What follows belongs to an exercise in optimizing a design on an open flow for small area, a short achievable clock period and few clock cycles; a production flow would make more cautious choices.
At most, simulation tests tie the RTL to the original design; equivalence was not proved.
For runs 2 to 4, only the layout was checked, not whether the RTL still works.
Power and IR drop assume default switching activity.

`design/flow/flow/run.sh`:
```
#!/bin/bash
# The standard layout, with plain buffers (buf_1) on the ports instead of the default
# port buffer cell, and timing repair asked to leave 7.8 ns of setup slack
# ORFS's own logs stay under orfs/logs; make's output goes to standard_make.log
set -euo pipefail
export BUFFER_PORTS_ARGS="-buffer_cell sky130_fd_sc_hd__buf_1"
export SETUP_SLACK_MARGIN=7.8
bash standard.sh > standard_make.log 2>&1
```
`design/flow/standard.sh`:
```
#!/bin/bash
# synth_recipe.tcl (not shown) runs the flow's synth.tcl, then flattens the netlist and writes it again
# the make line also repeats each setting of config.mk as NAME=value (left out here)
make -C /OpenROAD-flow-scripts/flow DESIGN_CONFIG=/design/flow/config.mk WORK_HOME=/design/flow/orfs CLKGATE_MAP_FILE= SYNTH_SCRIPT=/design/flow/synth_recipe.tcl "${@:-finish}"
```
`design/flow/config.mk`:
```
export PLATFORM = sky130hd
export DESIGN_NAME = word_pair_proximity_scanner
export DESIGN_NICKNAME = word_pair_proximity_scanner
export VERILOG_FILES = /design/flow/design.v
export SDC_FILE = /design/flow/constraint.sdc
export NUM_CORES = 4
export LEC_CHECK = 0
export CAP_MARGIN = 20
export CORE_MARGIN = 2
export CORE_UTILIZATION = 40
export CTS_CLUSTER_DIAMETER = 120
export CTS_CLUSTER_SIZE = 24
export SLEW_MARGIN = 20
```
`design/flow/constraint.sdc`:
```
create_clock -name core_clock -period 11.0 [get_ports {i_clk}]
set_input_delay 2.2000 -clock core_clock [delete_from_list [all_inputs] [get_ports {i_clk}]]
set_output_delay 2.2000 -clock core_clock [all_outputs]
set_load 0.01 [all_outputs]
```
`design/flow/design.v`:
```
package wpp_pkg;
    localparam int MAX_WORD_LEN_DEF  = 8;
    localparam int MAX_DOC_CHARS_DEF = 65536;
    localparam int CH_W      = 8;
    localparam int CFG_W     = 64;
    localparam int CFG_IDX_W = 2;
    localparam int LEN_CFG_W = 4;
    localparam int DIST_W    = 18;
    localparam int QUEUE_DEPTH = 2;
    typedef enum logic [CFG_IDX_W-1:0] {
        CFG_FIRST_WORD,
        CFG_FIRST_LEN,
        CFG_SECOND_WORD,
        CFG_SECOND_LEN
    } t_cfg_idx;
    localparam logic [CH_W-1:0] CH_SPACE   = 8'h20;
    localparam logic [CH_W-1:0] CH_PERIOD  = 8'h2E;
    localparam logic [CH_W-1:0] CH_COMMA   = 8'h2C;
    localparam logic [CH_W-1:0] CH_LOWER_A = 8'h61;
    localparam logic [CH_W-1:0] CH_LOWER_Z = 8'h7A;
    localparam logic [CH_W-1:0] CASE_STEP  = 8'h20;
    typedef struct packed {
        logic close_a;        
        logic hit_a_first;
        logic hit_a_second;
        logic last;           
        logic hit_b_first;
        logic hit_b_second;
    } t_close_ctl;
    function automatic logic [CH_W-1:0] fold_case(input logic [CH_W-1:0] c);
        fold_case = (c >= CH_LOWER_A && c <= CH_LOWER_Z) ? c - CASE_STEP : c;
    endfunction
    function automatic logic is_delim(input logic [CH_W-1:0] c);
        is_delim = (c == CH_SPACE) || (c == CH_PERIOD) || (c == CH_COMMA);
    endfunction
endpackage
module wpp_front (
    input  logic [wpp_pkg::CH_W-1:0] i_ch,
    input  logic [wpp_pkg::CH_W-1:0] i_tgt,
    output logic                     o_eq
);
    logic t_letter;
    assign t_letter = (i_tgt[7:5] == 3'b010 || i_tgt[7:5] == 3'b011) &&
                      (i_tgt[4:0] != 5'd0) && (i_tgt[4:0] <= 5'd26);
    assign o_eq = (i_ch[7:6] == i_tgt[7:6]) && (i_ch[4:0] == i_tgt[4:0]) &&
                  ((i_ch[5] == i_tgt[5]) || t_letter);
endmodule
module wpp_back (
    input  logic        i_m1,        
    input  logic        i_m2,        
    input  logic [3:0]  i_len,       
    input  logic [3:0]  i_l1,        
    input  logic [3:0]  i_l2,        
    input  logic [17:0] i_mid,       
    input  logic        i_any,       
    input  logic        i_last_t,    
    input  logic [17:0] i_last_mid,  
    input  logic        i_found,     
    input  logic [17:0] i_best,      
    output logic        o_hit,       
    output logic        o_hit_t,     
    output logic        o_found,
    output logic [17:0] o_best
);
    logic        hit1, hit2, cand_v, take;
    logic [17:0] cand;
    assign hit1    = i_m1 && (i_len == i_l1);
    assign hit2    = !hit1 && i_m2 && (i_len == i_l2);
    assign o_hit   = hit1 || hit2;
    assign o_hit_t = hit2;
    assign cand_v  = o_hit && i_any && (i_last_t != hit2);
    logic [19:0] csa_a, csa_b, csa_c, csa_s, csa_k, csa_w;
    assign csa_a = {2'b00, i_last_mid};
    assign csa_b = {2'b00, i_best};
    assign csa_c = ~{2'b00, i_mid};
    assign csa_s = csa_a ^ csa_b ^ csa_c;
    assign csa_k = (csa_a & csa_b) | (csa_a & csa_c) | (csa_b & csa_c);
    assign csa_w = csa_s + {csa_k[18:0], 1'b1};
    assign cand  = i_mid - i_last_mid;
    assign take    = cand_v && (!i_found || !csa_w[19]);
    assign o_best  = take ? cand : i_best;
    assign o_found = i_found || cand_v;
endmodule
module word_pair_proximity_scanner (
    input  logic                          i_clk,
    input  logic                          i_rst_n,
    input  logic                          i_valid,
    output logic                          o_stall,
    input  logic [wpp_pkg::CH_W-1:0]      i_ch,
    input  logic                          i_is_final,
    output logic                          o_valid,
    input  logic                          i_stall,
    output logic                          o_found,
    output logic [wpp_pkg::DIST_W-1:0]    o_distance_x2,
    input  logic                          i_cfg_wr_en,
    input  logic [wpp_pkg::CFG_IDX_W-1:0] i_cfg_index,
    input  logic [wpp_pkg::CFG_W-1:0]     i_cfg_data
);
    localparam int PW = 17;   
    localparam int MW = 18;   
    logic [63:0] r_w1, r_w2;
    logic        r_z1, r_z2;
    logic [3:0]  r_l1, r_l2;
    logic          r_pv;      
    logic [7:0]    r_pch;
    logic          r_pfinal;
    logic [PW-1:0] r_pos;     
    logic [MW-1:0] r_mid;     
    logic [3:0]    r_len;     
    logic          r_m1, r_m2;
    logic          r_fin;     
    logic          r_new;     
    logic          r_any;     
    logic          r_last_t;  
    logic [MW-1:0] r_last_mid;
    logic          r_found;   
    logic [MW-1:0] r_best;    
    logic          r_out_valid;
    logic [3:0] cfg_en;
    always_comb begin
        for (int k = 0; k < 4; k++)
            cfg_en[k] = i_cfg_wr_en && i_cfg_index == 2'(k);
    end
    always_ff @(posedge i_clk) begin
        if (cfg_en[0]) r_w1 <= i_cfg_data;
        if (cfg_en[2]) r_w2 <= i_cfg_data;
    end
    always_ff @(posedge i_clk) begin
        if (!i_rst_n) begin
            r_z1 <= 1'b1;
            r_z2 <= 1'b1;
            r_l1 <= 4'd1;
            r_l2 <= 4'd1;
        end else begin
            if (cfg_en[0]) r_z1 <= 1'b0;
            if (cfg_en[1]) r_l1 <= i_cfg_data[3:0];
            if (cfg_en[2]) r_z2 <= 1'b0;
            if (cfg_en[3]) r_l2 <= i_cfg_data[3:0];
        end
    end
    logic accept, hold, stall, proc, close_out, start;
    logic r_stall;
    assign hold      = r_out_valid && (r_fin || r_any);
    assign proc      = r_pv && !hold;
    assign stall     = r_pv && hold;
    assign o_stall   = r_stall;
    assign accept    = i_valid && !stall;
    assign close_out = r_fin && !r_out_valid;
    assign start     = r_fin || r_new;
    logic [3:0]    len_e;
    logic          m1_e, m2_e;
    logic          delim, eq1, eq2, short;
    logic [7:0]    tb1, tb2;
    logic [PW-1:0] pos_n;
    logic [MW-1:0] mid_nd;
    logic [3:0]    len_nd;
    assign len_e  = start ? 4'd0 : r_len;
    assign m1_e   = start || r_m1;
    assign m2_e   = start || r_m2;
    assign delim  = wpp_pkg::is_delim(r_pch);
    assign tb1    = r_z1 ? 8'h00 : r_w1[{len_e[2:0], 3'b000} +: 8];
    assign tb2    = r_z2 ? 8'h00 : r_w2[{len_e[2:0], 3'b000} +: 8];
    wpp_front u_eq1 (.i_ch(r_pch), .i_tgt(tb1), .o_eq(eq1));
    wpp_front u_eq2 (.i_ch(r_pch), .i_tgt(tb2), .o_eq(eq2));
    assign short  = (len_e < 4'd8);
    assign len_nd = (len_e < 4'd9) ? len_e + 4'd1 : len_e;
    assign pos_n  = start ? PW'(1) : (r_pos[PW-1] ? r_pos : r_pos + PW'(1));
    assign mid_nd = start ? MW'(1) :
                    (r_len < 4'd9 && !r_mid[MW-1]) ? r_mid + MW'(1) : r_mid;
    logic          hit, hit_t, found_c;
    logic [MW-1:0] best_c;
    logic          hit_e1, hit_e2;
    wpp_back u_close (
        .i_m1(r_m1), .i_m2(r_m2), .i_len(r_len), .i_l1(r_l1), .i_l2(r_l2), .i_mid(r_mid),
        .i_any(r_any), .i_last_t(r_last_t), .i_last_mid(r_last_mid),
        .i_found(r_found), .i_best(r_best),
        .o_hit(hit), .o_hit_t(hit_t), .o_found(found_c), .o_best(best_c)
    );
    assign hit_e1 = (r_l1 == 4'd0);
    assign hit_e2 = !hit_e1 && (r_l2 == 4'd0);
    logic pv_n, fin_n, any_n, ov_n;
    assign pv_n  = accept || (r_pv && !proc);
    assign fin_n = proc ? r_pfinal : (r_fin && !close_out);
    assign any_n = (proc && start) ? (delim && (hit_e1 || hit_e2)) :
                   (proc && delim && hit) ? 1'b1 : r_any;
    assign ov_n  = close_out || (r_out_valid && i_stall);
    always_ff @(posedge i_clk) begin
        if (!i_rst_n) begin
            r_pv    <= 1'b0;
            r_stall <= 1'b0;
        end else begin
            r_pv    <= pv_n;
            r_stall <= pv_n && ov_n && (fin_n || any_n);
        end
    end
    always_ff @(posedge i_clk) begin
        if (!stall) begin
            r_pch    <= i_ch;
            r_pfinal <= i_is_final;
        end
    end
    always_ff @(posedge i_clk) begin
        if (proc) begin
            r_pos <= pos_n;
            if (delim) begin
                r_mid <= {pos_n, 1'b0};
                r_len <= '0;
                r_m1  <= 1'b1;
                r_m2  <= 1'b1;
            end else begin
                r_mid <= mid_nd;
                r_len <= len_nd;
                r_m1  <= m1_e && short && eq1;
                r_m2  <= m2_e && short && eq2;
            end
        end
    end
    always_ff @(posedge i_clk) begin
        if (!i_rst_n) begin
            r_fin <= 1'b0;
            r_new <= 1'b1;
        end else begin
            r_fin <= fin_n;
            if (proc)
                r_new <= 1'b0;
            else if (close_out)
                r_new <= 1'b1;
        end
    end
    always_ff @(posedge i_clk) begin
        if (proc && delim && start) begin
            r_last_t   <= hit_e2;
            r_last_mid <= '0;
        end else if (proc && delim && hit) begin
            r_last_t   <= hit_t;
            r_last_mid <= r_mid;
        end
    end
    always_ff @(posedge i_clk) begin
        if (!i_rst_n) begin
            r_any <= 1'b0;
        end else begin
            r_any <= any_n;
        end
    end
    always_ff @(posedge i_clk) begin
        if (!i_rst_n) begin
            r_found <= 1'b0;
            r_best  <= '0;
        end else if (close_out || (proc && delim && !start && !r_out_valid)) begin
            r_found <= found_c;
            r_best  <= best_c;
        end else if (r_out_valid && !i_stall) begin
            r_found <= 1'b0;
            r_best  <= '0;
        end
    end
    always_ff @(posedge i_clk) begin
        if (!i_rst_n) begin
            r_out_valid <= 1'b0;
        end else begin
            r_out_valid <= ov_n;
        end
    end
    assign o_valid       = r_out_valid;
    assign o_found       = r_found;
    assign o_distance_x2 = r_best;
endmodule
```
==> impl_metrics.xml, run 1 <==
<?xml version="1.0" encoding="UTF-8"?>
<metrics>
  <group name="status">
    <metric name="run_status" unit="">no timing/DRC/antenna violations</metric>
  </group>
  <group name="setup_path">
    <metric name="buf_inv_on_cp" unit="">1</metric>
    <metric name="endpoint_kind" unit="">primary output</metric>
    <metric name="cp_slowest_cell" unit="">sky130_fd_sc_hd__dfxtp_4</metric>
    <metric name="worstSetupPathType" unit="">flip-flop to primary output</metric>
    <metric name="cp_slowest_stage_delay" unit="ps">370</metric>
    <metric name="cp_max_fo" unit="">3</metric>
    <metric name="timing.critical_path.from_type" unit="">flip-flop</metric>
    <metric name="cp.required" unit="ps">8800</metric>
    <metric name="worstPathCellList" unit="">buf_2</metric>
    <metric name="worst_path_arrival_time" unit="ps">980</metric>
    <metric name="cp_top_family" unit="">flip-flops</metric>
  </group>
  <group name="placed_design">
    <metric name="dpl.hpwl" unit="um">19300</metric>
    <metric name="io_buffer_count" unit="">100</metric>
    <metric name="globalplace.congestion" unit="">0.867</metric>
    <metric name="dp.cells" unit="">1515</metric>
  </group>
  <group name="power">
    <metric name="pwr-share-comb" unit="%">9.8</metric>
    <metric name="power_leakage" unit="nW">5.13</metric>
    <metric name="clock_power_share" unit="%">30.7</metric>
    <metric name="ir_drop" unit="V">0.000108</metric>
    <metric name="power.share.switching" unit="%">24.6</metric>
    <metric name="intPower" unit="W">0.00127</metric>
    <metric name="switchingPower" unit="W">0.000415</metric>
    <metric name="power_density" unit="mW/mm^2">123</metric>
    <metric name="share_seq_of_total_power" unit="%">59.5</metric>
  </group>
  <group name="layout">
    <metric name="proportion_of_layout_cells_with_a_drive_suffix_above_1" unit="%">12.8</metric>
    <metric name="post_layout_nets" unit="">1327</metric>
    <metric name="area_of_the_multi_input_gates" unit="mm^2">0.00535</metric>
    <metric name="fin_util" unit="%">46.2</metric>
    <metric name="syn2layout_area_growth" unit="%">13.5</metric>
    <metric name="regArea" unit="mm^2">0.00647</metric>
    <metric name="finalNonFillerCells" unit="">1570</metric>
    <metric name="fill_cells" unit="">2749</metric>
    <metric name="antenna-diode-count" unit="">0</metric>
  </group>
  <group name="grt">
    <metric name="grt_most_used_layer" unit="">met2</metric>
    <metric name="grt_util_met1" unit="%">23.9</metric>
    <metric name="globalRouteMet2Util" unit="%">32.8</metric>
    <metric name="first_global_vias" unit="">8161</metric>
    <metric name="overflow_after_grt" unit="">0</metric>
    <metric name="grt_util_all_layers" unit="%">18.5</metric>
    <metric name="grt_antenna_before_repair" unit="">0</metric>
    <metric name="grt_pass1_wl" unit="um">45500</metric>
    <metric name="maximum_number_of_pins_on_one_net_before_global_route_repair" unit="">66</metric>
    <metric name="grt.met3_usage" unit="%">2.15</metric>
  </group>
  <group name="floorplanning">
    <metric name="fp.dieH" unit="um">178</metric>
    <metric name="floorplan.initialDensity" unit="%">40.7</metric>
    <metric name="num_rows" unit="">63</metric>
    <metric name="core_area" unit="mm^2">0.0297</metric>
    <metric name="die-area" unit="mm^2">0.0317</metric>
    <metric name="ioPinCount" unit="">101</metric>
    <metric name="die_width" unit="um">178</metric>
  </group>
  <group name="cts">
    <metric name="clock_tree.htree_level_count" unit="">1</metric>
    <metric name="clock_latency_at_the_later_pin_of_the_worst_skew_pair" unit="ps">510</metric>
    <metric name="buffers_from_clock_root_to_sink_at_most" unit="">3</metric>
    <metric name="clkSinkCount" unit="">232</metric>
    <metric name="worst_setup_hold_path_clk_slew" unit="ps">110</metric>
    <metric name="cts_root_buf" unit="">sky130_fd_sc_hd__clkbuf_16</metric>
    <metric name="cts_bufs_inserted" unit="">13</metric>
    <metric name="tritoncts" unit="">built</metric>
  </group>
  <group name="synthesis">
    <metric name="count_of_flip_flops_with_a_built_in_enable_after_synthesis" unit="">179</metric>
    <metric name="yosys_warnings" unit="">1</metric>
    <metric name="post-synth-top-area-cell" unit="">sky130_fd_sc_hd__edfxtp_1</metric>
    <metric name="synth_top_area_share" unit="%">44.4</metric>
    <metric name="cell_count_after_synthesis" unit="">1067</metric>
    <metric name="postSynthNetCount" unit="">1221</metric>
    <metric name="async_reset_ff_share" unit="%">0</metric>
    <metric name="synth.lib_cells_used.distinct" unit="">79</metric>
    <metric name="ys_seq_area_share" unit="%">53.2</metric>
    <metric name="syn_avg_cell_area" unit="um^2">11.3</metric>
    <metric name="synth_ff_type" unit="">sky130_fd_sc_hd__edfxtp_1</metric>
    <metric name="synth_area_leaders" unit="">sky130_fd_sc_hd__edfxtp_1 (44%), sky130_fd_sc_hd__dfxtp_1 (8.8%), sky130_fd_sc_hd__ha_1 (5.7%), sky130_fd_sc_hd__a21oi_1 (3.4%), sky130_fd_sc_hd__fa_1 (3.1%)</metric>
    <metric name="syn_area" unit="mm^2">0.0121</metric>
    <metric name="ys_seq_elements" unit="">232</metric>
  </group>
  <group name="sta">
    <metric name="timing.final.max_slew_violations" unit="">0</metric>
    <metric name="max_clock_freq" unit="MHz">315</metric>
    <metric name="timing.clock.skew" unit="ps">28.9</metric>
    <metric name="post-route-min-period" unit="ps">3180</metric>
    <metric name="post-route-period-util" unit="%">28.9</metric>
    <metric name="aggregate_negative_setup_slack" unit="ps">0</metric>
    <metric name="setup_viol" unit="">0</metric>
    <metric name="holdWs" unit="ps">478</metric>
    <metric name="grt_setup_unrepaired" unit="">true</metric>
    <metric name="worst_pin_slew" unit="ps">992</metric>
    <metric name="slew-limit-headroom" unit="%">33.8</metric>
    <metric name="final_report_hold_violation_count" unit="">0</metric>
  </group>
  <group name="drt">
    <metric name="dr_drc_count" unit="">0</metric>
    <metric name="dr_total_vias" unit="">8466</metric>
    <metric name="detailedRoute.firstPassIterationCount" unit="">5</metric>
    <metric name="1st_iter_drt_viols" unit="">609</metric>
    <metric name="wire_per_inst" unit="um">18.8</metric>
    <metric name="routed_wirelength" unit="um">29500</metric>
    <metric name="ant_nets" unit="">0</metric>
    <metric name="routed_via_density" unit="">5.39</metric>
  </group>
  <group name="job">
    <metric name="maxCapViolCount" unit="">0</metric>
  </group>
  <group name="min_path">
    <metric name="worstHoldPathType" unit="">flip-flop to flip-flop</metric>
  </group>
</metrics>
## worst paths after layout
check	startpoint	end	slack [ps]	cells after the start
max	r_best[16]	o_distance_x2[16]	7820	1
min	r_best[3]	r_best[3]	480	2
max reg2reg	r_pch[3]	r_best[10]	7920	9
min reg2reg	r_best[3]	r_best[3]	480	2
## routing by layer
| layer | share of wire, % | vias up |
|---|---|---|
| li1 | - | 4082 |
| met1 | 44 | 4115 |
| met2 | 50 | 224 |
| met3 | 3.5 | 45 |
| met4 | 2.6 | 0 |
| met5 | 0 | - |
## cells in the final DEF, fill, tap and decap left out, types with 13 or more instances in the layout
cell type and count:
sky130_fd_sc_hd__xor2_1 25, sky130_fd_sc_hd__buf_2 20, sky130_fd_sc_hd__nand2b_1 20, sky130_fd_sc_hd__a21oi_1 79
sky130_fd_sc_hd__nand2_1 61, sky130_fd_sc_hd__a22oi_1 13, sky130_fd_sc_hd__ha_1 54, sky130_fd_sc_hd__and3_1 14
sky130_fd_sc_hd__o21ai_0 28, sky130_fd_sc_hd__buf_4 29, sky130_fd_sc_hd__fa_1 19, sky130_fd_sc_hd__nor2_1 95
sky130_fd_sc_hd__xnor2_1 33, sky130_fd_sc_hd__clkbuf_16 13, sky130_fd_sc_hd__inv_1 74, sky130_fd_sc_hd__nand3_1 34
sky130_fd_sc_hd__dfxtp_1 29, sky130_fd_sc_hd__buf_1 78, sky130_fd_sc_hd__mux2i_1 37, sky130_fd_sc_hd__edfxtp_1 179
sky130_fd_sc_hd__dfxtp_2 21
## power by group through the flow
stage	clock, W	sequential (W)	combinational (W)
5_1_grt	0.000557	0.00101	0.000184
6_report	0.000517	0.00100	0.000166
2_1_floorplan	0	0.00101	0.000112
3_5_place_dp	0	0.00102	0.000159
4_1_cts	0.000529	0.00100	0.000161
3_3_place_gp	0	0.00102	0.000157
## state kept, by name, indices dropped and copies added (netlist names), 4 cells and up
signal / flops
r_pch: 8
r_l1: 4
r_w2: 64
r_last_mid: 18
r_w1: 64
r_best: 18
r_l2: 4
r_len: 4
r_pos: 17
r_mid: 18
## metrics by stage
stage	instance area, um^2	worst slack (ps)	total power (W)
finish	13700	7820	0.00169
global route	13700	7760	0.00175
CTS	13500	7710	0.00169
detailed placement	12800	6660	0.00118
global placement	12800	6750	0.00118
floorplan	12100	6700	0.00113
## area by class of cell
| type | count | share of cell area, % |
|---|---|---|
| tap | 390 | 3.55 |
| clock buffer | 19 | 2.53 |
| clock inverter | 3 | 0.155 |
| timing repair buffer | 138 | 5.55 |
| sequential | 232 | 47.1 |
| multi-input combinational | 711 | 38.9 |
| inverter | 77 | 2.14 |
## what timing repair did
| action | 4_1_cts | 5_1_grt |
|---|---|---|
| setup endpoints to repair | 134 | 185 |
| buffers inserted | 9 | 19 |
| gates cloned | 3 | 2 |
| hold buffers | 0 | 0 |
| resized for setup | 50 | 41 |
| pin swaps | 5 | 9 |
## Yosys cell counts (13+ instances only)
cell type                  instances
sky130_fd_sc_hd__nand2_1          63
sky130_fd_sc_hd__xor2_1           25
sky130_fd_sc_hd__xnor2_1          33
sky130_fd_sc_hd__nand2b_1         20
sky130_fd_sc_hd__fa_1             19
sky130_fd_sc_hd__a22oi_1          13
sky130_fd_sc_hd__nand3_1          34
sky130_fd_sc_hd__and3_1           14
sky130_fd_sc_hd__inv_1            75
sky130_fd_sc_hd__o21ai_0          30
sky130_fd_sc_hd__dfxtp_1          53
sky130_fd_sc_hd__nor2_1           96
sky130_fd_sc_hd__edfxtp_1        179
sky130_fd_sc_hd__a21oi_1          83
sky130_fd_sc_hd__clkbuf_1         35
sky130_fd_sc_hd__mux2i_1          37
sky130_fd_sc_hd__ha_1             55
## cells by family (layout without fill, tap and decap cells)
family	count (synthesis)	count (layout)	share of synthesized area (%)
simple gates	307	308	12.8
flops	232	232	53.2
compound gates	219	222	12.0
buf+inv	128	237	4.21
fa+ha+maj	74	74	8.83
xor+xnor	58	58	4.20
mux	49	49	4.83
Testbench counts, summed over its fixed seeds: cycles 79,669.
==> inputs of run 2 (changes only) <==
--- a/design/flow/design.v
+++ b/design/flow/design.v
@@ -104,6 +104,7 @@
     logic          r_pv;      
     logic [7:0]    r_pch;
     logic          r_pfinal;
+    logic          r_pdelim;   
     logic [PW-1:0] r_pos;     
     logic [MW-1:0] r_mid;     
     logic [3:0]    r_len;     
@@ -157,7 +158,7 @@
     assign len_e  = start ? 4'd0 : r_len;
     assign m1_e   = start || r_m1;
     assign m2_e   = start || r_m2;
-    assign delim  = wpp_pkg::is_delim(r_pch);
+    assign delim  = r_pdelim;
     assign tb1    = r_z1 ? 8'h00 : r_w1[{len_e[2:0], 3'b000} +: 8];
     assign tb2    = r_z2 ? 8'h00 : r_w2[{len_e[2:0], 3'b000} +: 8];
     wpp_front u_eq1 (.i_ch(r_pch), .i_tgt(tb1), .o_eq(eq1));
@@ -197,6 +198,7 @@
         if (!stall) begin
             r_pch    <= i_ch;
             r_pfinal <= i_is_final;
+            r_pdelim <= wpp_pkg::is_delim(i_ch);
         end
     end
     always_ff @(posedge i_clk) begin
==> impl_metrics.xml, run 2 <==
<?xml version="1.0" encoding="UTF-8"?>
<metrics>
  <group name="synthesis">
    <metric name="ys_seq_area_share" unit="%">52.9</metric>
    <metric name="synth_ff_type" unit="">sky130_fd_sc_hd__edfxtp_1</metric>
    <metric name="synth.lib_cells_used.distinct" unit="">79</metric>
    <metric name="postSynthNetCount" unit="">1264</metric>
    <metric name="count_of_flip_flops_with_a_built_in_enable_after_synthesis" unit="">180</metric>
    <metric name="yosys-top-cells-count" unit="">sky130_fd_sc_hd__edfxtp_1 (180), sky130_fd_sc_hd__nor2_1 (108), sky130_fd_sc_hd__nand2_1 (102), sky130_fd_sc_hd__a21oi_1 (80), sky130_fd_sc_hd__inv_1 (79)</metric>
    <metric name="cell_count_after_synthesis" unit="">1110</metric>
    <metric name="post-synth-top-area-cell" unit="">sky130_fd_sc_hd__edfxtp_1</metric>
    <metric name="yosys_warnings" unit="">1</metric>
    <metric name="synth.most_common_cell" unit="">sky130_fd_sc_hd__edfxtp_1</metric>
    <metric name="syn_avg_cell_area" unit="um^2">11.0</metric>
    <metric name="syn_area" unit="mm^2">0.0122</metric>
    <metric name="synth_area_leaders" unit="">sky130_fd_sc_hd__edfxtp_1 (44%), sky130_fd_sc_hd__dfxtp_1 (8.7%), sky130_fd_sc_hd__ha_1 (5.6%), sky130_fd_sc_hd__nor2_1 (3.3%), sky130_fd_sc_hd__a21oi_1 (3.3%)</metric>
    <metric name="async_reset_ff_share" unit="%">0</metric>
    <metric name="ys_seq_elements" unit="">233</metric>
    <metric name="synth_top_area_share" unit="%">44.2</metric>
  </group>
  <group name="grt">
    <metric name="maximum_number_of_pins_on_one_net_before_global_route_repair" unit="">66</metric>
    <metric name="grt_antenna_before_repair" unit="">0</metric>
    <metric name="grt_pass1_wl" unit="um">45400</metric>
    <metric name="first_global_vias" unit="">8317</metric>
    <metric name="grt_util_all_layers" unit="%">18.2</metric>
    <metric name="overflow_after_grt" unit="">0</metric>
  </group>
  <group name="layout">
    <metric name="post_layout_nets" unit="">1363</metric>
    <metric name="area_of_the_multi_input_gates" unit="mm^2">0.00529</metric>
    <metric name="fill_cells" unit="">2813</metric>
    <metric name="proportion_of_layout_cells_with_a_drive_suffix_above_1" unit="%">11.6</metric>
    <metric name="syn2layout_area_growth" unit="%">12.5</metric>
    <metric name="biggestRegsByFlops" unit="">r_w1 x64, r_w2 x64</metric>
    <metric name="design_area" unit="mm^2">0.0138</metric>
    <metric name="antenna-diode-count" unit="">0</metric>
    <metric name="fin_util" unit="%">45.3</metric>
    <metric name="regArea" unit="mm^2">0.00650</metric>
    <metric name="top_library_cells_by_usage_in_the_layout_fill_and_taps_aside" unit="">sky130_fd_sc_hd__edfxtp_1 (180), sky130_fd_sc_hd__nor2_1 (108), sky130_fd_sc_hd__nand2_1 (102), sky130_fd_sc_hd__a21oi_1 (80), sky130_fd_sc_hd__buf_1 (78)</metric>
    <metric name="mostFrequentLayoutCell" unit="">sky130_fd_sc_hd__edfxtp_1</metric>
  </group>
  <group name="setup_path">
    <metric name="timing.critical_path.from_type" unit="">flip-flop</metric>
    <metric name="cp_slowest_cell" unit="">sky130_fd_sc_hd__dfxtp_2</metric>
    <metric name="cp_slowest_stage_delay" unit="ps">380</metric>
    <metric name="buf_inv_on_cp" unit="">1</metric>
    <metric name="worstSetupPathType" unit="">flip-flop to primary output</metric>
    <metric name="endpoint_kind" unit="">primary output</metric>
    <metric name="worstPathCellList" unit="">buf_6</metric>
    <metric name="cp.required" unit="ps">8800</metric>
    <metric name="worst_path_arrival_time" unit="ps">970</metric>
    <metric name="cp_top_family" unit="">flip-flops</metric>
    <metric name="cp_max_fo" unit="">2</metric>
  </group>
  <group name="placed_design">
    <metric name="globalplace.congestion" unit="">0.878</metric>
    <metric name="pre_cts_ws" unit="ps">6720</metric>
    <metric name="dpl.hpwl" unit="um">20200</metric>
    <metric name="io_buffer_count" unit="">100</metric>
    <metric name="placed_area" unit="mm^2">0.0130</metric>
  </group>
  <group name="drt">
    <metric name="met1_layer_wirelength_in_the_final_routing" unit="um">13200</metric>
    <metric name="wl_met3" unit="um">1110</metric>
    <metric name="dr_total_vias" unit="">8527</metric>
    <metric name="met2_length" unit="um">14300</metric>
    <metric name="wire_per_inst" unit="um">18.1</metric>
    <metric name="routed_via_density" unit="">5.29</metric>
    <metric name="detailedRoute.firstPassIterationCount" unit="">5</metric>
    <metric name="top_layer" unit="">met4</metric>
    <metric name="1st_iter_drt_viols" unit="">573</metric>
    <metric name="dr_drc_count" unit="">0</metric>
    <metric name="ant_nets" unit="">0</metric>
    <metric name="routed_wirelength" unit="um">29200</metric>
  </group>
  <group name="cts">
    <metric name="clock_tree.htree_level_count" unit="">1</metric>
    <metric name="hold_buffers" unit="">0</metric>
    <metric name="clock_latency_at_the_later_pin_of_the_worst_skew_pair" unit="ps">490</metric>
    <metric name="cts_bufs_inserted" unit="">13</metric>
    <metric name="worst_setup_hold_path_clk_slew" unit="ps">110</metric>
    <metric name="cts_root_buf" unit="">sky130_fd_sc_hd__clkbuf_16</metric>
    <metric name="buffers_from_clock_root_to_sink_at_most" unit="">3</metric>
    <metric name="tritoncts" unit="">built</metric>
    <metric name="clkSinkCount" unit="">233</metric>
  </group>
  <group name="sta">
    <metric name="final_report_hold_violation_count" unit="">0</metric>
    <metric name="finalWorstSetupSlack" unit="ps">7830</metric>
    <metric name="post-route-min-period" unit="ps">3170</metric>
    <metric name="timing.clock.skew" unit="ps">17.0</metric>
    <metric name="worst_pin_slew" unit="ps">663</metric>
    <metric name="holdWs" unit="ps">495</metric>
    <metric name="timing.final.max_slew_violations" unit="">0</metric>
    <metric name="aggregate_negative_setup_slack" unit="ps">0</metric>
    <metric name="slew-limit-headroom" unit="%">55.8</metric>
    <metric name="max_clock_freq" unit="MHz">315</metric>
    <metric name="grt_setup_unrepaired" unit="">true</metric>
    <metric name="post-route-period-util" unit="%">28.8</metric>
    <metric name="setup_viol" unit="">0</metric>
  </group>
  <group name="power">
    <metric name="ir_drop" unit="V">0.000126</metric>
    <metric name="power_leakage" unit="nW">5.14</metric>
    <metric name="power_density" unit="mW/mm^2">130</metric>
  </group>
  <group name="floorplanning">
    <metric name="die_width" unit="um">179</metric>
    <metric name="ioPinCount" unit="">101</metric>
    <metric name="num_rows" unit="">64</metric>
    <metric name="floorplan.initialDensity" unit="%">40.3</metric>
    <metric name="die-area" unit="mm^2">0.0320</metric>
    <metric name="core_area" unit="mm^2">0.0303</metric>
    <metric name="fp.dieH" unit="um">179</metric>
  </group>
  <group name="min_path">
    <metric name="worstHoldPathType" unit="">flip-flop to flip-flop</metric>
  </group>
  <group name="status">
    <metric name="run_status" unit="">no timing/DRC/antenna violations</metric>
  </group>
  <group name="job">
    <metric name="maxCapViolCount" unit="">0</metric>
  </group>
</metrics>
[run 2: where the power goes]
group	leakage [nW]	switching [W]	internal, W	total, W
clock network	0.178	0.000283	0.000227	0.000510
registers	2.13	0.0000291	0.000992	0.00102
logic	2.83	0.000153	0.000105	0.000258
[run 2: worst paths after layout]
kind,startpoint,end,slack [ps],cells after the start
worst max register to register,r_len[2],r_m2,7920,8
worst min-delay path,r_best[5],r_best[5],500,2
worst min register to register,r_best[5],r_best[5],500,2
worst max-delay path,r_found,o_found,7830,1
[run 2: cell families (layout without fill, tap and decap cells)]
family / after synthesis / in the layout / share of synthesized area (%)
simple gates: 335 / 336 / 13.1
compound gates: 241 / 241 / 12.9
flops: 233 / 233 / 52.9
buf+inv: 135 / 240 / 4.56
fa+ha+maj: 74 / 74 / 8.74
xor+xnor: 51 / 51 / 3.65
mux: 41 / 41 / 4.16
[run 2: final cells by class]
| type | count | area share (%) |
|---|---|---|
| sequential | 233 | 47.3 |
| clock buffer | 20 | 2.56 |
| timing repair buffer | 137 | 5.78 |
| multi-input combinational | 743 | 38.4 |
| clock inverter | 2 | 0.127 |
| tap | 396 | 3.60 |
| inverter | 81 | 2.25 |
[run 2: timing repair]
item	in CTS	in global routing
buffers inserted	13	9
setup endpoints to repair	123	39
hold endpoints to repair	0	0
pin swaps	1	2
cloned	1	0
resized for setup	57	26
[run 2: metal layers]
metal  GRT usage, %  up-vias
li1               -     4184
met1           24.3     4109
met2           31.2      196
met3           2.33       38
met4           4.84        0
met5              0        -
[run 2: through the flow]
step | power (W) | cells
4_1_cts | 0.00180 | 1602
2_1_floorplan | 0.00121 | 1110
3_5_place_dp | 0.00129 | 1566
5_1_grt | 0.00187 | 1612
6_report | 0.00179 | 1612
3_3_place_gp | 0.00129 | 1566
==> inputs of run 3 (changes only) <==
--- a/design/flow/design.v
+++ b/design/flow/design.v
@@ -69,15 +69,8 @@
     assign o_hit   = hit1 || hit2;
     assign o_hit_t = hit2;
     assign cand_v  = o_hit && i_any && (i_last_t != hit2);
-    logic [19:0] csa_a, csa_b, csa_c, csa_s, csa_k, csa_w;
-    assign csa_a = {2'b00, i_last_mid};
-    assign csa_b = {2'b00, i_best};
-    assign csa_c = ~{2'b00, i_mid};
-    assign csa_s = csa_a ^ csa_b ^ csa_c;
-    assign csa_k = (csa_a & csa_b) | (csa_a & csa_c) | (csa_b & csa_c);
-    assign csa_w = csa_s + {csa_k[18:0], 1'b1};
-    assign cand  = i_mid - i_last_mid;
-    assign take    = cand_v && (!i_found || !csa_w[19]);
+    assign cand    = i_mid - i_last_mid;
+    assign take    = cand_v && (!i_found || cand < i_best);
     assign o_best  = take ? cand : i_best;
     assign o_found = i_found || cand_v;
 endmodule
@@ -104,7 +97,6 @@
     logic          r_pv;      
     logic [7:0]    r_pch;
     logic          r_pfinal;
-    logic          r_pdelim;   
     logic [PW-1:0] r_pos;     
     logic [MW-1:0] r_mid;     
     logic [3:0]    r_len;     
@@ -158,7 +150,7 @@
     assign len_e  = start ? 4'd0 : r_len;
     assign m1_e   = start || r_m1;
     assign m2_e   = start || r_m2;
-    assign delim  = r_pdelim;
+    assign delim  = wpp_pkg::is_delim(r_pch);
     assign tb1    = r_z1 ? 8'h00 : r_w1[{len_e[2:0], 3'b000} +: 8];
     assign tb2    = r_z2 ? 8'h00 : r_w2[{len_e[2:0], 3'b000} +: 8];
     wpp_front u_eq1 (.i_ch(r_pch), .i_tgt(tb1), .o_eq(eq1));
@@ -198,7 +190,6 @@
         if (!stall) begin
             r_pch    <= i_ch;
             r_pfinal <= i_is_final;
-            r_pdelim <= wpp_pkg::is_delim(i_ch);
         end
     end
     always_ff @(posedge i_clk) begin
==> design/flow/flow/run.sh (replaced) <==
#!/bin/bash
# The standard layout, with plain buffers (buf_2) on the ports instead of the default
# port buffer cell, and timing repair asked to leave 7.5 ns of setup slack
# ORFS's own logs stay under orfs/logs; make's output goes to standard_make.log
set -euo pipefail
export BUFFER_PORTS_ARGS="-buffer_cell sky130_fd_sc_hd__buf_2"
export SETUP_SLACK_MARGIN=7.5
bash standard.sh > standard_make.log 2>&1
--- a/design/flow/config.mk
+++ b/design/flow/config.mk
@@ -8,6 +8,4 @@
 export CAP_MARGIN = 20
 export CORE_MARGIN = 2
 export CORE_UTILIZATION = 40
-export CTS_CLUSTER_DIAMETER = 120
-export CTS_CLUSTER_SIZE = 24
 export SLEW_MARGIN = 20
==> impl_metrics.xml, run 3 <==
<?xml version="1.0" encoding="UTF-8"?>
<metrics>
  <group name="status">
    <metric name="run_status" unit="">no timing/DRC/antenna violations</metric>
  </group>
  <group name="sta">
    <metric name="grt_setup_unrepaired" unit="">true</metric>
    <metric name="max_clock_freq" unit="MHz">255</metric>
    <metric name="timing.final.max_slew_violations" unit="">0</metric>
    <metric name="timing.clock.skew" unit="ps">15.4</metric>
    <metric name="final_report_hold_violation_count" unit="">0</metric>
    <metric name="setup_viol" unit="">0</metric>
    <metric name="post-route-period-util" unit="%">35.7</metric>
    <metric name="slew-limit-headroom" unit="%">37.9</metric>
    <metric name="worst_pin_slew" unit="ps">931</metric>
    <metric name="post-route-min-period" unit="ps">3930</metric>
    <metric name="aggregate_negative_setup_slack" unit="ps">0</metric>
    <metric name="holdWs" unit="ps">477</metric>
  </group>
  <group name="synthesis">
    <metric name="async_reset_ff_share" unit="%">0</metric>
    <metric name="count_of_flip_flops_with_a_built_in_enable_after_synthesis" unit="">179</metric>
    <metric name="syn_avg_cell_area" unit="um^2">11.3</metric>
    <metric name="ys_seq_elements" unit="">232</metric>
    <metric name="synth.most_common_cell" unit="">sky130_fd_sc_hd__edfxtp_1</metric>
    <metric name="synth_ff_type" unit="">sky130_fd_sc_hd__edfxtp_1</metric>
    <metric name="synth_top_area_share" unit="%">46.4</metric>
    <metric name="yosys-top-cells-count" unit="">sky130_fd_sc_hd__edfxtp_1 (179), sky130_fd_sc_hd__nand2_1 (99), sky130_fd_sc_hd__nor2_1 (87), sky130_fd_sc_hd__dfxtp_1 (53)</metric>
    <metric name="syn_area" unit="mm^2">0.0116</metric>
    <metric name="post-synth-top-area-cell" unit="">sky130_fd_sc_hd__edfxtp_1</metric>
    <metric name="synth_area_leaders" unit="">sky130_fd_sc_hd__edfxtp_1 (46%), sky130_fd_sc_hd__dfxtp_1 (9.2%), sky130_fd_sc_hd__mux2i_1 (4.1%), sky130_fd_sc_hd__ha_1 (4.1%), sky130_fd_sc_hd__nand2_1 (3.2%)</metric>
    <metric name="yosys_warnings" unit="">1</metric>
    <metric name="postSynthNetCount" unit="">1146</metric>
    <metric name="ys_seq_area_share" unit="%">55.6</metric>
    <metric name="synth.lib_cells_used.distinct" unit="">77</metric>
    <metric name="cell_count_after_synthesis" unit="">1027</metric>
  </group>
  <group name="grt">
    <metric name="grt_util_all_layers" unit="%">17.5</metric>
    <metric name="grt_util_met1" unit="%">22.1</metric>
    <metric name="grt.met3_usage" unit="%">2.45</metric>
    <metric name="overflow_after_grt" unit="">0</metric>
    <metric name="grt_most_used_layer" unit="">met2</metric>
    <metric name="globalRouteMet2Util" unit="%">31.7</metric>
    <metric name="grt_pass1_wl" unit="um">42900</metric>
    <metric name="grt_antenna_before_repair" unit="">0</metric>
    <metric name="maximum_number_of_pins_on_one_net_before_global_route_repair" unit="">66</metric>
    <metric name="first_global_vias" unit="">8040</metric>
  </group>
  <group name="cts">
    <metric name="cts_bufs_inserted" unit="">26</metric>
    <metric name="tritoncts" unit="">built</metric>
    <metric name="clkSinkCount" unit="">232</metric>
    <metric name="worst_setup_hold_path_clk_slew" unit="ps">60</metric>
    <metric name="clock_tree.htree_level_count" unit="">1</metric>
    <metric name="buffers_from_clock_root_to_sink_at_most" unit="">3</metric>
    <metric name="hold_buffers" unit="">0</metric>
    <metric name="clock_latency_at_the_later_pin_of_the_worst_skew_pair" unit="ps">540</metric>
    <metric name="cts_root_buf" unit="">sky130_fd_sc_hd__clkbuf_16</metric>
  </group>
  <group name="setup_path">
    <metric name="worst_path_arrival_time" unit="ps">4350</metric>
    <metric name="cp_top_family" unit="">compound AO/OA/AOI/OAI gates</metric>
    <metric name="worstSetupPathType" unit="">flip-flop to flip-flop</metric>
    <metric name="worstSetupStartpoint" unit="">r_mid[0]</metric>
    <metric name="timing.reg2reg.setup_slack" unit="ps">7070</metric>
    <metric name="worstPathCellList" unit="">inv_2 &gt; ha_4 &gt; fa_2 &gt; nor2b_2 &gt; o31a_1 &gt; o21ai_2 &gt; a21oi_2 &gt; o41a_1 &gt; o41ai_2 &gt; xnor2_1 &gt; ha_1 &gt; a21o_1 &gt; a21oi_2 &gt; o2111ai_4 &gt; o21ai_4 &gt; buf_12 &gt; buf_12 &gt; nor2_2 &gt; a31o_2</metric>
    <metric name="buf_inv_on_cp" unit="">3</metric>
    <metric name="cp_slowest_stage_delay" unit="ps">420</metric>
    <metric name="cp.required" unit="ps">11420</metric>
    <metric name="timing.critical_path.from_type" unit="">flip-flop</metric>
    <metric name="endpoint_kind" unit="">flip-flop</metric>
    <metric name="cp_slowest_cell" unit="">sky130_fd_sc_hd__edfxtp_1</metric>
    <metric name="r2r_start" unit="">r_mid[0]</metric>
    <metric name="cp_max_fo" unit="">4</metric>
  </group>
  <group name="drt">
    <metric name="dr_drc_count" unit="">0</metric>
    <metric name="detailedRoute.firstPassIterationCount" unit="">6</metric>
    <metric name="ant_nets" unit="">0</metric>
    <metric name="routed_via_density" unit="">5.29</metric>
    <metric name="1st_iter_drt_viols" unit="">566</metric>
    <metric name="routed_wirelength" unit="um">26600</metric>
    <metric name="dr_total_vias" unit="">8182</metric>
    <metric name="wire_per_inst" unit="um">17.2</metric>
  </group>
  <group name="layout">
    <metric name="post_layout_nets" unit="">1264</metric>
    <metric name="top_library_cells_by_usage_in_the_layout_fill_and_taps_aside" unit="">sky130_fd_sc_hd__edfxtp_1 (179), sky130_fd_sc_hd__buf_2 (100), sky130_fd_sc_hd__nand2_1 (97), sky130_fd_sc_hd__nor2_1 (84), sky130_fd_sc_hd__dfxtp_1 (52)</metric>
    <metric name="design_area" unit="mm^2">0.0136</metric>
    <metric name="proportion_of_layout_cells_with_a_drive_suffix_above_1" unit="%">20.3</metric>
    <metric name="mostFrequentLayoutCell" unit="">sky130_fd_sc_hd__edfxtp_1</metric>
    <metric name="biggestRegsByFlops" unit="">r_w1 x64, r_w2 x64</metric>
    <metric name="syn2layout_area_growth" unit="%">17.8</metric>
    <metric name="antenna-diode-count" unit="">0</metric>
  </group>
  <group name="floorplanning">
    <metric name="die-area" unit="mm^2">0.0303</metric>
    <metric name="floorplan.initialDensity" unit="%">40.5</metric>
    <metric name="num_rows" unit="">62</metric>
    <metric name="core_area" unit="mm^2">0.0286</metric>
    <metric name="die_width" unit="um">174</metric>
    <metric name="fp.dieH" unit="um">174</metric>
    <metric name="ioPinCount" unit="">101</metric>
  </group>
  <group name="placed_design">
    <metric name="dpl.hpwl" unit="um">18300</metric>
    <metric name="globalplace.congestion" unit="">0.855</metric>
    <metric name="io_buffer_count" unit="">100</metric>
    <metric name="placed_area" unit="mm^2">0.0125</metric>
  </group>
  <group name="power">
    <metric name="power_density" unit="mW/mm^2">145</metric>
    <metric name="ir_drop" unit="V">0.000126</metric>
    <metric name="power_leakage" unit="nW">5.20</metric>
  </group>
  <group name="job">
    <metric name="maxCapViolCount" unit="">0</metric>
  </group>
  <group name="min_path">
    <metric name="worstHoldPathType" unit="">flip-flop to flip-flop</metric>
    <metric name="worstHoldStart" unit="">r_best[9]</metric>
  </group>
</metrics>
-- run 3: cell count changes after synthesis, sizes merged, moves of 13 or more --
cell    delta
a21oi     -28
and2      +13
fa        -18
ha        -17
inv       -26
mux2i     +22
nand3b    -14
nor2      -19
nor2b     +17
o21ai     -15
-- run 3: cells by family (layout without fill, tap and decap cells) --
family / after synthesis / count (layout) / synth area share [%]
buffers and inverters: 101 / 237 / 3.73
adders and majority gates: 39 / 39 / 4.28
and+or+nand+nor: 332 / 332 / 13.9
AOI/OAI and AO/OA: 204 / 205 / 12.2
muxes: 63 / 63 / 6.03
xor gates and xnor gates: 56 / 56 / 4.24
DFF: 232 / 232 / 55.6
-- run 3: cell type report --
cell class	instances	area, um^2
fillers	2599	15000
flip-flops and latches	232	6440
multi-input cells	695	4910
repair buffers	135	827
clock buffers	35	694
well taps	384	480
inverters	55	210
clock inverters	12	76.3
-- run 3: path summary, 6_finish.rpt --
| check | to | depth (start not counted) |
|---|---|---|
| min | r_best[9] | 2 |
| min reg2reg | r_best[9] | 2 |
| max | r_best[15] | 19 |
| max reg2reg | r_best[15] | 19 |
-- run 3: per-stage QoR --
| stage | cells | setup WS [ps] | util [%] | power (W) |
|---|---|---|---|---|
| 2_1_floorplan | 1027 | 6700 | - | 0.00113 |
| 3_3_place_gp | 1474 | 6640 | 43.6 | 0.00119 |
| 3_5_place_dp | 1474 | 6560 | 43.6 | 0.00119 |
| 4_1_cts | 1542 | 7020 | 47.3 | 0.00199 |
| 5_1_grt | 1548 | 6870 | 47.6 | 0.00205 |
| 6_report | 1548 | 7070 | 47.6 | 0.00197 |
-- run 3: timing repair --
| action | in CTS | in global routing |
|---|---|---|
| hold endpoints to repair | 0 | 0 |
| setup endpoints to repair | 20 | 19 |
| buffers inserted | 19 | 6 |
| pin swaps | 15 | 15 |
| cloned | 2 | 0 |
| resized for setup | 16 | 13 |
-- run 3: metal layers --
layer / routed length [um] / share of wire [%]
met1: 11600 / 43
met2: 13500 / 51
met3: 1070 / 4.0
met4: 553 / 2.1
met5: 0 / 0
-- run 3: where the power goes --
group	total, W	leakage (nW)	switching (W)	internal, W
combinational	0.000184	2.72	0.000107	0.0000771
clock	0.000784	0.373	0.000342	0.000443
sequential	0.00100	2.10	0.0000208	0.000982
total	0.00197	5.20	0.000469	0.00150
-- run 3: worst min-delay path, delay by kind of cell (launching register included) --
family | cells | cell delay, ps
AO/OA/AOI/OAI | 1 | 60
flip-flops | 1 | 320
AND/OR/NAND/NOR | 1 | 50
==> inputs of run 4 (changes only) <==
--- a/design/flow/config.mk
+++ b/design/flow/config.mk
@@ -7,5 +7,5 @@
 export LEC_CHECK = 0
 export CAP_MARGIN = 20
 export CORE_MARGIN = 2
-export CORE_UTILIZATION = 40
+export CORE_UTILIZATION = 60
 export SLEW_MARGIN = 20
==> impl_metrics.xml, run 4 <==
<?xml version="1.0" encoding="UTF-8"?>
<metrics>
  <group name="status">
    <metric name="run_status" unit="">no timing/DRC/antenna violations</metric>
  </group>
  <group name="synthesis">
    <metric name="ys_seq_area_share" unit="%">55.6</metric>
    <metric name="synth_area_leaders" unit="">sky130_fd_sc_hd__edfxtp_1 (46%), sky130_fd_sc_hd__dfxtp_1 (9.2%), sky130_fd_sc_hd__mux2i_1 (4.1%), sky130_fd_sc_hd__ha_1 (4.1%), sky130_fd_sc_hd__nand2_1 (3.2%)</metric>
    <metric name="synth_ff_type" unit="">sky130_fd_sc_hd__edfxtp_1</metric>
    <metric name="synth.most_common_cell" unit="">sky130_fd_sc_hd__edfxtp_1</metric>
    <metric name="yosys_warnings" unit="">1</metric>
    <metric name="syn_area" unit="mm^2">0.0116</metric>
    <metric name="cell_count_after_synthesis" unit="">1027</metric>
    <metric name="synth_top_area_share" unit="%">46.4</metric>
    <metric name="post-synth-top-area-cell" unit="">sky130_fd_sc_hd__edfxtp_1</metric>
    <metric name="ys_seq_elements" unit="">232</metric>
    <metric name="count_of_flip_flops_with_a_built_in_enable_after_synthesis" unit="">179</metric>
    <metric name="synth.lib_cells_used.distinct" unit="">77</metric>
    <metric name="async_reset_ff_share" unit="%">0</metric>
    <metric name="yosys-top-cells-count" unit="">sky130_fd_sc_hd__edfxtp_1 (179), sky130_fd_sc_hd__nand2_1 (99), sky130_fd_sc_hd__nor2_1 (87), sky130_fd_sc_hd__dfxtp_1 (53)</metric>
    <metric name="postSynthNetCount" unit="">1146</metric>
    <metric name="syn_avg_cell_area" unit="um^2">11.3</metric>
  </group>
  <group name="power">
    <metric name="switchingPower" unit="W">0.000472</metric>
    <metric name="ir_drop" unit="V">0.000139</metric>
    <metric name="power_leakage" unit="nW">5.27</metric>
    <metric name="power.share.switching" unit="%">23.9</metric>
    <metric name="clock_power_share" unit="%">39.5</metric>
    <metric name="power_density" unit="mW/mm^2">145</metric>
    <metric name="intPower" unit="W">0.00151</metric>
    <metric name="fin_total_pwr" unit="W">0.00198</metric>
    <metric name="share_seq_of_total_power" unit="%">50.7</metric>
    <metric name="pwr-share-comb" unit="%">9.8</metric>
  </group>
  <group name="sta">
    <metric name="timing.final.max_slew_violations" unit="">0</metric>
    <metric name="final_report_hold_violation_count" unit="">0</metric>
    <metric name="grt_setup_unrepaired" unit="">true</metric>
    <metric name="timing.clock.skew" unit="ps">18.8</metric>
    <metric name="slew-limit-headroom" unit="%">31.4</metric>
    <metric name="post-route-period-util" unit="%">36.0</metric>
    <metric name="setup_viol" unit="">0</metric>
    <metric name="post-route-min-period" unit="ps">3960</metric>
    <metric name="holdWs" unit="ps">465</metric>
    <metric name="aggregate_negative_setup_slack" unit="ps">0</metric>
    <metric name="max_clock_freq" unit="MHz">252</metric>
    <metric name="worst_pin_slew" unit="ps">1030</metric>
  </group>
  <group name="cts">
    <metric name="cts_bufs_inserted" unit="">25</metric>
    <metric name="hold_buffers" unit="">0</metric>
    <metric name="clock_tree.htree_level_count" unit="">1</metric>
    <metric name="clock_latency_at_the_later_pin_of_the_worst_skew_pair" unit="ps">540</metric>
    <metric name="clkSinkCount" unit="">232</metric>
    <metric name="tritoncts" unit="">built</metric>
    <metric name="worst_setup_hold_path_clk_slew" unit="ps">60</metric>
    <metric name="buffers_from_clock_root_to_sink_at_most" unit="">3</metric>
    <metric name="cts_root_buf" unit="">sky130_fd_sc_hd__clkbuf_16</metric>
  </group>
  <group name="min_path">
    <metric name="hold_depth" unit="">2</metric>
    <metric name="hold_end" unit="">r_best[9]</metric>
    <metric name="worstHoldStart" unit="">r_best[9]</metric>
    <metric name="worstHoldPathType" unit="">flip-flop to flip-flop</metric>
  </group>
  <group name="floorplanning">
    <metric name="ioPinCount" unit="">101</metric>
    <metric name="die-area" unit="mm^2">0.0204</metric>
    <metric name="die_width" unit="um">143</metric>
    <metric name="fp.dieH" unit="um">143</metric>
    <metric name="floorplan.initialDensity" unit="%">61.5</metric>
    <metric name="num_rows" unit="">50</metric>
    <metric name="core_area" unit="mm^2">0.0188</metric>
  </group>
  <group name="layout">
    <metric name="fill_cells" unit="">1338</metric>
    <metric name="syn2layout_area_growth" unit="%">18.1</metric>
    <metric name="regArea" unit="mm^2">0.00644</metric>
    <metric name="design_area" unit="mm^2">0.0137</metric>
    <metric name="top_library_cells_by_usage_in_the_layout_fill_and_taps_aside" unit="">sky130_fd_sc_hd__edfxtp_1 (179), sky130_fd_sc_hd__buf_2 (100), sky130_fd_sc_hd__nand2_1 (97), sky130_fd_sc_hd__nor2_1 (85), sky130_fd_sc_hd__dfxtp_1 (52)</metric>
    <metric name="post_layout_nets" unit="">1274</metric>
    <metric name="area_of_the_multi_input_gates" unit="mm^2">0.00500</metric>
    <metric name="mostFrequentLayoutCell" unit="">sky130_fd_sc_hd__edfxtp_1</metric>
    <metric name="fin_util" unit="%">72.6</metric>
    <metric name="proportion_of_layout_cells_with_a_drive_suffix_above_1" unit="%">21.4</metric>
    <metric name="biggestRegsByFlops" unit="">r_w1 x64, r_w2 x64</metric>
  </group>
  <group name="setup_path">
    <metric name="timing.reg2reg.setup_slack" unit="ps">7040</metric>
    <metric name="worstSetupPathType" unit="">flip-flop to flip-flop</metric>
    <metric name="cp.required" unit="ps">11420</metric>
    <metric name="cp_slowest_cell" unit="">sky130_fd_sc_hd__edfxtp_1</metric>
    <metric name="regToRegEndpoint" unit="">r_best[10]</metric>
    <metric name="timing.critical_path.from_type" unit="">flip-flop</metric>
    <metric name="worst_path_arrival_time" unit="ps">4380</metric>
    <metric name="cp_max_fo" unit="">6</metric>
    <metric name="worstPathCellList" unit="">inv_2 &gt; ha_4 &gt; fa_2 &gt; nor2b_2 &gt; o31a_1 &gt; o21ai_2 &gt; a21oi_2 &gt; o41a_1 &gt; o41ai_2 &gt; xnor2_1 &gt; ha_1 &gt; a21o_1 &gt; a21oi_4 &gt; o2111ai_4 &gt; o21ai_4 &gt; buf_12 &gt; buf_8 &gt; mux2i_1 &gt; nor2b_1</metric>
    <metric name="worstSetupStartpoint" unit="">r_mid[0]</metric>
    <metric name="endpoint_kind" unit="">flip-flop</metric>
    <metric name="r2r_start" unit="">r_mid[0]</metric>
    <metric name="cp_slowest_stage_delay" unit="ps">420</metric>
    <metric name="rr_worst_depth" unit="">19</metric>
  </group>
  <group name="grt">
    <metric name="grt_pass1_wl" unit="um">41000</metric>
    <metric name="first_global_vias" unit="">8032</metric>
    <metric name="overflow_after_grt" unit="">0</metric>
    <metric name="grt_antenna_before_repair" unit="">1</metric>
    <metric name="grt_util_all_layers" unit="%">25.5</metric>
    <metric name="maximum_number_of_pins_on_one_net_before_global_route_repair" unit="">66</metric>
  </group>
  <group name="placed_design">
    <metric name="io_buffer_count" unit="">100</metric>
    <metric name="placed_area" unit="mm^2">0.0123</metric>
    <metric name="globalplace.congestion" unit="">0.901</metric>
    <metric name="dpl.hpwl" unit="um">17000</metric>
  </group>
  <group name="drt">
    <metric name="routed_wirelength" unit="um">26300</metric>
    <metric name="routed_via_density" unit="">5.80</metric>
    <metric name="dr_drc_count" unit="">0</metric>
    <metric name="detailedRoute.firstPassIterationCount" unit="">5</metric>
    <metric name="1st_iter_drt_viols" unit="">475</metric>
    <metric name="ant_nets" unit="">0</metric>
    <metric name="dr_total_vias" unit="">8316</metric>
    <metric name="wire_per_inst" unit="um">18.3</metric>
  </group>
  <group name="job">
    <metric name="maxCapViolCount" unit="">0</metric>
  </group>
</metrics>
run 4: cell counts after synthesis:
No cell type changed its count.
run 4: area by class of cell:
type / count / share of cell area (%)
inverters: 55 / 1.55
flip-flops and latches: 232 / 47.1
well taps: 260 / 2.38
diodes: 1 / 0.0183
clock inverters: 16 / 0.823
clock buffers: 30 / 4.71
multi-input cells: 695 / 36.5
repair buffers: 146 / 6.91
run 4: worst max-delay path by stage:
stage / end / slack [ps] / cells after the start
after global placement: r_best[8] / 6690 / 15
after global routing: r_best[11] / 6820 / 18
after detailed placement: r_best[11] / 6650 / 17
after CTS: r_best[11] / 7050 / 18
after floorplan: r_w1[0] / 6700 / 1
final: r_best[10] / 7040 / 19
run 4: power groups by stage:
stage	Clock (W)	Combinational, W	Sequential, W
2_1_floorplan	0	0.000120	0.00101
3_3_place_gp	0	0.000169	0.00102
3_5_place_dp	0	0.000170	0.00102
4_1_cts	0.000791	0.000182	0.00100
5_1_grt	0.000828	0.000214	0.00101
6_report	0.000782	0.000194	0.00100
run 4: repair_timing:
| item | 4_1_cts | 5_1_grt |
|---|---|---|
| setup buffers | 26 | 12 |
| pin swaps | 21 | 21 |
| gates cloned | 1 | 0 |
| resized for setup | 23 | 25 |
| setup endpoints to repair | 19 | 19 |
| endpoints found under the hold margin | 0 | 0 |
run 4: stage by stage:
step | setup slack (ps) | std cells
6_report | 7040 | 1435
5_1_grt | 6820 | 1434
4_1_cts | 7050 | 1421
3_5_place_dp | 6650 | 1348
3_3_place_gp | 6690 | 1348
2_1_floorplan | 6700 | 1027
run 4: critical path, delay by kind of cell (launching register included):
kind	cells	cell delay, ps
flip-flops	1	420
AO/OA/AOI/OAI	9	1890
adder cells (fa/ha/maj)	3	720
AND/OR/NAND/NOR	2	120
buffers and inverters	3	390
multiplexers	1	180
XOR/XNOR	1	150
run 4: cell families after synthesis:
group	Yosys count	synth area share (%)
xor+xnor	56	4.24
buf+inv	101	3.73
flops	232	55.6
mux	63	6.03
compound gates	204	12.2
fa+ha+maj	39	4.28
simple gates	332	13.9
run 4: per-layer routing:
metal	track usage (%)	vias to the layer above	routed length, um
met1	31.8	3963	10800
met4	9.28	0	1090
li1	-	4030	-
met2	45.4	251	13300
met3	3.39	72	1110
met5	0	-	0
==> inputs of run 5 (changes only) <==
--- a/design/flow/design.v
+++ b/design/flow/design.v
@@ -69,8 +69,15 @@
     assign o_hit   = hit1 || hit2;
     assign o_hit_t = hit2;
     assign cand_v  = o_hit && i_any && (i_last_t != hit2);
-    assign cand    = i_mid - i_last_mid;
-    assign take    = cand_v && (!i_found || cand < i_best);
+    logic [19:0] csa_a, csa_b, csa_c, csa_s, csa_k, csa_w;
+    assign csa_a = {2'b00, i_last_mid};
+    assign csa_b = {2'b00, i_best};
+    assign csa_c = ~{2'b00, i_mid};
+    assign csa_s = csa_a ^ csa_b ^ csa_c;
+    assign csa_k = (csa_a & csa_b) | (csa_a & csa_c) | (csa_b & csa_c);
+    assign csa_w = csa_s + {csa_k[18:0], 1'b1};
+    assign cand  = i_mid - i_last_mid;
+    assign take    = cand_v && (!i_found || !csa_w[19]);
     assign o_best  = take ? cand : i_best;
     assign o_found = i_found || cand_v;
 endmodule
@@ -97,6 +104,10 @@
     logic          r_pv;      
     logic [7:0]    r_pch;
     logic          r_pfinal;
+    logic          r_peq1;    
+    logic          r_peq2;    
+    logic          r_pe1;     
+    logic          r_pe2;     
     logic [PW-1:0] r_pos;     
     logic [MW-1:0] r_mid;     
     logic [3:0]    r_len;     
@@ -142,8 +153,8 @@
     assign start     = r_fin || r_new;
     logic [3:0]    len_e;
     logic          m1_e, m2_e;
-    logic          delim, eq1, eq2, short;
-    logic [7:0]    tb1, tb2;
+    logic          delim, eq1, eq2, eqw1, eqw2, eqi1, eqi2, short;
+    logic [7:0]    tb1, tb2, ti1, ti2;
     logic [PW-1:0] pos_n;
     logic [MW-1:0] mid_nd;
     logic [3:0]    len_nd;
@@ -153,8 +164,14 @@
     assign delim  = wpp_pkg::is_delim(r_pch);
     assign tb1    = r_z1 ? 8'h00 : r_w1[{len_e[2:0], 3'b000} +: 8];
     assign tb2    = r_z2 ? 8'h00 : r_w2[{len_e[2:0], 3'b000} +: 8];
-    wpp_front u_eq1 (.i_ch(r_pch), .i_tgt(tb1), .o_eq(eq1));
-    wpp_front u_eq2 (.i_ch(r_pch), .i_tgt(tb2), .o_eq(eq2));
+    wpp_front u_eq1 (.i_ch(r_pch), .i_tgt(tb1), .o_eq(eqw1));
+    wpp_front u_eq2 (.i_ch(r_pch), .i_tgt(tb2), .o_eq(eqw2));
+    assign eq1 = start ? r_peq1 : eqw1;
+    assign eq2 = start ? r_peq2 : eqw2;
+    assign ti1 = r_z1 ? 8'h00 : r_w1[7:0];
+    assign ti2 = r_z2 ? 8'h00 : r_w2[7:0];
+    wpp_front u_eqi1 (.i_ch(i_ch), .i_tgt(ti1), .o_eq(eqi1));
+    wpp_front u_eqi2 (.i_ch(i_ch), .i_tgt(ti2), .o_eq(eqi2));
     assign short  = (len_e < 4'd8);
     assign len_nd = (len_e < 4'd9) ? len_e + 4'd1 : len_e;
     assign pos_n  = start ? PW'(1) : (r_pos[PW-1] ? r_pos : r_pos + PW'(1));
@@ -169,8 +186,8 @@
         .i_found(r_found), .i_best(r_best),
         .o_hit(hit), .o_hit_t(hit_t), .o_found(found_c), .o_best(best_c)
     );
-    assign hit_e1 = (r_l1 == 4'd0);
-    assign hit_e2 = !hit_e1 && (r_l2 == 4'd0);
+    assign hit_e1 = r_pe1;
+    assign hit_e2 = r_pe2;
     logic pv_n, fin_n, any_n, ov_n;
     assign pv_n  = accept || (r_pv && !proc);
     assign fin_n = proc ? r_pfinal : (r_fin && !close_out);
@@ -190,6 +207,10 @@
         if (!stall) begin
             r_pch    <= i_ch;
             r_pfinal <= i_is_final;
+            r_peq1   <= eqi1;
+            r_peq2   <= eqi2;
+            r_pe1    <= (r_l1 == 4'd0);
+            r_pe2    <= (r_l1 != 4'd0) && (r_l2 == 4'd0);
         end
     end
     always_ff @(posedge i_clk) begin
==> design/flow/flow/run.sh (replaced) <==
#!/bin/bash
# The standard layout, with plain buffers (buf_2) on the ports instead of the default
# port buffer cell, and timing repair asked to leave 7.8 ns of setup slack
# ORFS's own logs stay under orfs/logs; make's output goes to standard_make.log
set -euo pipefail
export BUFFER_PORTS_ARGS="-buffer_cell sky130_fd_sc_hd__buf_2"
export SETUP_SLACK_MARGIN=7.8
bash standard.sh > standard_make.log 2>&1
--- a/design/flow/config.mk
+++ b/design/flow/config.mk
@@ -7,5 +7,7 @@
 export LEC_CHECK = 0
 export CAP_MARGIN = 20
 export CORE_MARGIN = 2
-export CORE_UTILIZATION = 60
+export CORE_UTILIZATION = 40
+export CTS_CLUSTER_DIAMETER = 100
+export CTS_CLUSTER_SIZE = 20
 export SLEW_MARGIN = 20
==> impl_metrics.xml, run 5 <==
<?xml version="1.0" encoding="UTF-8"?>
<metrics>
  <group name="floorplanning">
    <metric name="die_width" unit="um">182</metric>
    <metric name="ioPinCount" unit="">101</metric>
    <metric name="fp.dieH" unit="um">182</metric>
  </group>
  <group name="layout">
    <metric name="syn2layout_area_growth" unit="%">13.2</metric>
    <metric name="mostFrequentLayoutCell" unit="">sky130_fd_sc_hd__edfxtp_1</metric>
    <metric name="top_library_cells_by_usage_in_the_layout_fill_and_taps_aside" unit="">sky130_fd_sc_hd__edfxtp_1 (183), sky130_fd_sc_hd__nor2_1 (107), sky130_fd_sc_hd__nand2_1 (95), sky130_fd_sc_hd__buf_2 (95), sky130_fd_sc_hd__a21oi_1 (93)</metric>
  </group>
  <group name="synthesis">
    <metric name="synth.most_common_cell" unit="">sky130_fd_sc_hd__edfxtp_1</metric>
    <metric name="ys_seq_area_share" unit="%">51.6</metric>
    <metric name="synth_area_leaders" unit="">sky130_fd_sc_hd__edfxtp_1 (43%), sky130_fd_sc_hd__dfxtp_1 (8.3%), sky130_fd_sc_hd__ha_1 (5.4%), sky130_fd_sc_hd__a21oi_1 (3.7%), sky130_fd_sc_hd__nor2_1 (3.2%)</metric>
    <metric name="post-synth-top-area-cell" unit="">sky130_fd_sc_hd__edfxtp_1</metric>
  </group>
  <group name="status">
    <metric name="run_status" unit="">no timing/DRC/antenna violations</metric>
  </group>
  <group name="power">
    <metric name="share_seq_of_total_power" unit="%">55.9</metric>
    <metric name="power.share.switching" unit="%">24.6</metric>
    <metric name="intPower" unit="W">0.00138</metric>
  </group>
  <group name="drt">
    <metric name="top_layer" unit="">met4</metric>
    <metric name="ant_nets" unit="">0</metric>
    <metric name="routed_wirelength" unit="um">31000</metric>
    <metric name="met2_length" unit="um">14900</metric>
    <metric name="wl_met3" unit="um">1410</metric>
    <metric name="wire_per_inst" unit="um">18.5</metric>
  </group>
  <group name="sta">
    <metric name="post-route-period-util" unit="%">28.9</metric>
    <metric name="grt_setup_unrepaired" unit="">true</metric>
    <metric name="timing.final.max_slew_violations" unit="">0</metric>
  </group>
  <group name="cts">
    <metric name="cts_bufs_inserted" unit="">16</metric>
    <metric name="clock_tree.htree_level_count" unit="">1</metric>
    <metric name="tritoncts" unit="">built</metric>
    <metric name="cts_root_buf" unit="">sky130_fd_sc_hd__clkbuf_16</metric>
  </group>
  <group name="setup_path">
    <metric name="cp_slowest_stage_delay" unit="ps">360</metric>
    <metric name="worst_path_arrival_time" unit="ps">980</metric>
    <metric name="worstSetupStartpoint" unit="">r_best[12]</metric>
    <metric name="cp.required" unit="ps">8800</metric>
  </group>
  <group name="grt">
    <metric name="overflow_after_grt" unit="">0</metric>
    <metric name="grt_pass1_wl" unit="um">48600</metric>
  </group>
  <group name="min_path">
    <metric name="worstHoldPathType" unit="">flip-flop to flip-flop</metric>
  </group>
</metrics>
==> run 5: logic make-up after synthesis <==
logic type / synth area share [%]
flops: 51.6
mux: 3.84
simple gates: 13.4
compound gates: 14.5
fa+ha+maj: 8.40
xor+xnor: 3.93
buf+inv: 4.38
==> run 5: layer usage <==
layer  global-route usage (%)  vias up
li1                         -     4468
met1                     25.2     4434
met2                     31.2      266
met3                     2.16       35
met4                     4.29        0
met5                        0        -
==> run 5: worst reg2reg max path: stages (launching register included) <==
cell	delay [ps]
sky130_fd_sc_hd__edfxtp_1	520
sky130_fd_sc_hd__fa_1	540
sky130_fd_sc_hd__inv_1	40
sky130_fd_sc_hd__ha_1	260
sky130_fd_sc_hd__a21o_1	100
sky130_fd_sc_hd__a21oi_1	70
sky130_fd_sc_hd__o21ai_1	260
sky130_fd_sc_hd__and3_1	210
sky130_fd_sc_hd__o22ai_1	100
sky130_fd_sc_hd__buf_6	160
sky130_fd_sc_hd__nor2_4	270
sky130_fd_sc_hd__mux2_2	370
sky130_fd_sc_hd__nor2_1	90
==> run 5: final timing paths <==
check	cells after the start	to
min	2	r_found
min reg2reg	2	r_found
max	1	o_distance_x2[12]
max reg2reg	12	r_best[1]
==> run 5: timing repair <==
action,4_1_cts,5_1_grt
pin swaps,3,0
setup endpoints to repair,81,53
hold buffers,0,0
gates cloned,1,1
setup buffers,14,6
gates resized for setup,30,18
endpoints found under the hold margin,0,0
==> run 5: metrics by stage <==
| step | setup WS (ps) | power [W] | hold slack, ps |
|---|---|---|---|
| 2_1_floorplan | 6700 | 0.00116 | 473 |
| 3_3_place_gp | 7280 | 0.00122 | 471 |
| 3_5_place_dp | 7260 | 0.00122 | 474 |
| 4_1_cts | 7800 | 0.00185 | 473 |
| 5_1_grt | 7780 | 0.00190 | 503 |
| 6_report | 7820 | 0.00184 | 468 |
==> run 5: final cells by class <==
class                   count  area [um^2]  share of cell area, %
repair buffers            132          811                   5.63
well taps                 402          503                   3.50
clock inverters             4         55.1                  0.383
flip-flops and latches    236         6590                   45.8
clock buffers              24          452                   3.14
repair inverters            1         5.00                 0.0348
multi-input cells         798         5660                   39.4
inverters                  81          308                   2.14
==> run 5: power by group through the flow <==
stage	Sequential, W	Combinational [W]	Clock [W]
after CTS	0.00103	0.000181	0.000641
final	0.00103	0.000182	0.000628
after floorplan	0.00103	0.000125	0
after global placement	0.00105	0.000175	0
after global routing	0.00103	0.000202	0.000672
after detailed placement	0.00105	0.000177	0
Testbench counts of run 5, summed over its fixed seeds: cycles 79,669.

Re-timed with assumed drivers on the ports (clkbuf_16 on the clock, buf_2 on other inputs), run 5 has 7.774 ns of setup slack against 7.823 ns with ideal ports, and 7.383 ns once port delays also move by the mid clock arrival of 0.543 ns.
